From an optimization exercise on the open Yosys and OpenROAD flow, aimed at small area; shortcuts taken in it are not production practice. At most, simulation tests tie the RTL to the original design; equivalence was not proved.

## direction_to_cube_cross_texel
module direction_to_cube_cross_texel (
  input  logic               clk,
  input  logic               rst,
  input  logic               start,
  output logic               busy,
  input  logic signed [15:0] dir_x,
  input  logic signed [15:0] dir_y,
  input  logic signed [15:0] dir_z,
  input  logic               cfg_we,
  input  logic [10:0]        cfg_wdata,
  output logic               done,
  output logic               hit,
  output logic [2:0]         face,
  output logic [11:0]        texel_col,
  output logic [11:0]        texel_row,
  output logic [23:0]        texel_addr
);
  function automatic logic [15:0] absv(input logic [15:0] d);
    logic [15:0] r;
    logic c;
    c = d[15];
    for (int i = 0; i < 16; i++) begin
      r[i] = d[i] ^ d[15] ^ c;
      c = c & (d[i] ^ d[15]);
    end
    absv = r;
  endfunction
  function automatic logic gev(input logic [15:0] a, input logic [15:0] b);
    logic c;
    c = 1'b1;
    for (int i = 0; i < 16; i++) c = (a[i] & ~b[i]) | (c & (a[i] | ~b[i]));
    gev = c;
  endfunction
  function automatic logic gevn(input logic [15:0] a, input logic [15:0] nm);
    logic c;
    c = 1'b1;
    for (int i = 0; i < 16; i++) c = (a[i] & nm[i]) | (c & (a[i] | nm[i]));
    gevn = c;
  endfunction
  function automatic logic [15:0] divrow(input logic [15:0] a, input logic [15:0] nm);
    logic [15:0] d;
    logic c;
    logic [14:0] n;
    c = 1'b1;
    for (int i = 0; i < 16; i++) begin
      d[i] = nm[i] ^ c;
      c = (a[i] & nm[i]) | (c & (a[i] | nm[i]));
    end
    for (int i = 0; i < 15; i++) n[i] = a[i] ^ (c & d[i]);
    divrow = {c, n};
  endfunction
  function automatic logic [16:0] decv(input logic [15:0] v);
    logic [16:0] r;
    logic b;
    b = 1'b1;
    for (int i = 0; i < 16; i++) begin
      r[i] = v[i] ^ b;
      b = b & ~v[i];
    end
    r[16] = v[15] ^ b;
    decv = r;
  endfunction
  function automatic logic [13:0] add14(input logic [13:0] a, input logic [13:0] b);
    logic [13:0] r;
    logic c;
    c = 1'b0;
    for (int i = 0; i < 14; i++) begin
      r[i] = a[i] ^ b[i] ^ c;
      c = (a[i] & b[i]) | (c & (a[i] | b[i]));
    end
    add14 = r;
  endfunction
  assign busy = 1'b0;
  logic [10:0] tile;
  always_ff @(posedge clk) begin
    if (rst) tile <= 11'd256;
    else if (cfg_we) tile <= (cfg_wdata == 11'd0) ? 11'd1 : (cfg_wdata[10] & |cfg_wdata[9:0]) ? 11'd1024 : cfg_wdata;
  end
  ...
clock: 9.0 ns
lec_check: 0
abc_area: 1
cap_margin: 20
core_margin: 2
core_utilization: 40
cts_buf_list: sky130_fd_sc_hd__clkbuf_16
cts_cluster_diameter: 120
cts_cluster_size: 24
slew_margin: 20
standard.sh (not shown) runs the stock make flow with config.mk's settings and CLKGATE_MAP_FILE= SYNTH_SCRIPT=/design/flow/synth_recipe.tcl, a recipe that flattens the netlist after the stock synthesis.
==> flow/flow/run.sh <==
#!/bin/bash
# The standard layout, except that the input and output port buffers use the smallest buffer cell
# (sky130_fd_sc_hd__buf_1) instead of the one buffer_ports picks by default.
set -euo pipefail
export BUFFER_PORTS_ARGS="-buffer_cell sky130_fd_sc_hd__buf_1"
bash standard.sh finish > standard.log 2>&1
The baseline completed with no timing, DRC or antenna violations.
Rerun with:
--- a/flow/design.v
+++ b/flow/design.v
@@ -29,30 +29,24 @@
     absv = r;
   endfunction
   function automatic logic gev(input logic [15:0] a, input logic [15:0] b);
     logic c;
     c = 1'b1;
     for (int i = 0; i < 16; i++) c = (a[i] & ~b[i]) | (c & (a[i] | ~b[i]));
     gev = c;
   endfunction
-  function automatic logic gevn(input logic [15:0] a, input logic [15:0] nm);
-    logic c;
-    c = 1'b1;
-    for (int i = 0; i < 16; i++) c = (a[i] & nm[i]) | (c & (a[i] | nm[i]));
-    gevn = c;
-  endfunction
-  function automatic logic [15:0] divrow(input logic [15:0] a, input logic [15:0] nm);
+  function automatic logic [15:0] divrow(input logic [15:0] a, input logic [15:0] m);
     logic [15:0] d;
     logic c;
     logic [14:0] n;
     c = 1'b1;
     for (int i = 0; i < 16; i++) begin
-      d[i] = nm[i] ^ c;
-      c = (a[i] & nm[i]) | (c & (a[i] | nm[i]));
+      d[i] = ~m[i] ^ c;
+      c = (a[i] & ~m[i]) | (c & (a[i] | ~m[i]));
     end
     for (int i = 0; i < 15; i++) n[i] = a[i] ^ (c & d[i]);
     divrow = {c, n};
   endfunction
   function automatic logic [16:0] decv(input logic [15:0] v);
     logic [16:0] r;
     logic b;
     b = 1'b1;
@@ -139,17 +133,17 @@
       3'd3: begin m0 = ay; ac0 = wx;  ar0 = wdz; eqc = eqxy; eqr = eqyz; ngc = sx;       ngr = ~dz1[16]; end
       3'd4: begin m0 = ax; ac0 = wdz; ar0 = wy;  eqc = eqxz; eqr = eqxy; ngc = ~dz1[16]; ngr = sy;       end
       3'd5: begin m0 = az; ac0 = wx;  ar0 = wy;  eqc = eqxz; eqr = eqyz; ngc = sx;       ngr = sy;       end
       default: begin m0 = 16'd1; ac0 = 15'd0; ar0 = 15'd0; eqc = 1'b0; eqr = 1'b0; ngc = 1'b0; ngr = 1'b0; end
     endcase
   end
   logic [0:0] v_s0; assign v_s0 = start;
   logic [2:0] face_s0; assign face_s0 = fsel;
-  logic [15:0] m_s0; assign m_s0 = ~m0;
+  logic [15:0] m_s0; assign m_s0 = m0;
   logic [14:0] rc_s0; assign rc_s0 = eqc ? 15'd0 : ac0[14:0];
   logic [14:0] rr_s0; assign rr_s0 = eqr ? 15'd0 : ar0[14:0];
   logic [0:0] ngc_s0; assign ngc_s0 = ngc;
   logic [0:0] ngr_s0; assign ngr_s0 = ngr;
   logic [0:0] eqc_s0; assign eqc_s0 = eqc;
   logic [0:0] eqr_s0; assign eqr_s0 = eqr;
   logic [0:0] v_s1;
   always_ff @(posedge clk) v_s1 <= rst ? 1'b0 : v_s0;
@@ -427,19 +421,19 @@
   logic [15:0] drc14; assign drc14 = divrow({rc_s4_1, ijc14}, m_s4);
   logic [0:0] qc14_s4; assign qc14_s4 = drc14[15];
   logic ijr14; assign ijr14 = ngr_s4 & ~eqr_s4;
   logic [15:0] drr14; assign drr14 = divrow({rr_s4_1, ijr14}, m_s4);
   logic [0:0] qr14_s4; assign qr14_s4 = drr14[15];
   logic [14:0] rc_s4_2; assign rc_s4_2 = drc14[14:0];
   logic [14:0] rr_s4_2; assign rr_s4_2 = drr14[14:0];
   logic ijc15; assign ijc15 = ngc_s4 & ~eqc_s4;
-  logic [0:0] qc15_s4; assign qc15_s4 = gevn({rc_s4_2, ijc15}, m_s4);
+  logic [0:0] qc15_s4; assign qc15_s4 = gev({rc_s4_2, ijc15}, m_s4);
   logic ijr15; assign ijr15 = ngr_s4 & ~eqr_s4;
-  logic [0:0] qr15_s4; assign qr15_s4 = gevn({rr_s4_2, ijr15}, m_s4);
+  logic [0:0] qr15_s4; assign qr15_s4 = gev({rr_s4_2, ijr15}, m_s4);
   logic [0:0] v_s5;
   always_ff @(posedge clk) v_s5 <= rst ? 1'b0 : v_s4;
   logic [2:0] face_s5;
   always_ff @(posedge clk) face_s5 <= face_s4;
   logic [0:0] ngc_s5;
   always_ff @(posedge clk) ngc_s5 <= ngc_s4;
   logic [0:0] ngr_s5;
   always_ff @(posedge clk) ngr_s5 <= ngr_s4;
Outcome: Via count goes up by 0.71%. Count of clock-buffer cells in the layout is unchanged. Worst setup slack is better by 0.048 ns. Hold slack is about the same. Final area goes down by about 0.4%. Register-to-register slack is worse by 0.06 ns. Critical path depth is unchanged. Wire length goes up by about 2%. Fmax goes up by about 0.6%. Clock skew goes down by 0.034 ns.
No functional check of the RTL was part of the first run of this note.

## static timing again, ports no longer ideal
How much do the figures lean on ideal ports? The routed layouts below were timed once more, with nothing changed but the port constraints. Step 1 (the two cells are an assumption about what drives the block):
set clk [get_ports {clk}]
set_driving_cell -lib_cell sky130_fd_sc_hd__clkbuf_16 $clk
set_driving_cell -lib_cell sky130_fd_sc_hd__buf_2 [delete_from_list [all_inputs] $clk]
Step 2 adds t to the input delays and takes it off the output delays; t is the mean of the earliest and latest rising clock arrival at the registers after step 1. Input paths then give back, and output paths get back, about the clock's delay inside the block. Slacks: no drivers / after step 1 / after step 2; pairs: no drivers / after step 1.
run | shift t [ns] | setup slack, ns | slew at the worst register clock pin (ns) | worst slew at a driven data input, ns
the first run | 0.653 | 0.755 / 0.680 / 0.588 | 0.10 / 0.10 | 0.05
the second run | 0.636 | 0.802 / 0.736 / 0.601 | 0.10 / 0.10 | 0.04
After both steps every run listed still meets setup and hold. For the second run, which loses most, drivers alone change the setup slack by -0.066 ns; drivers and shift together by -0.201 ns.
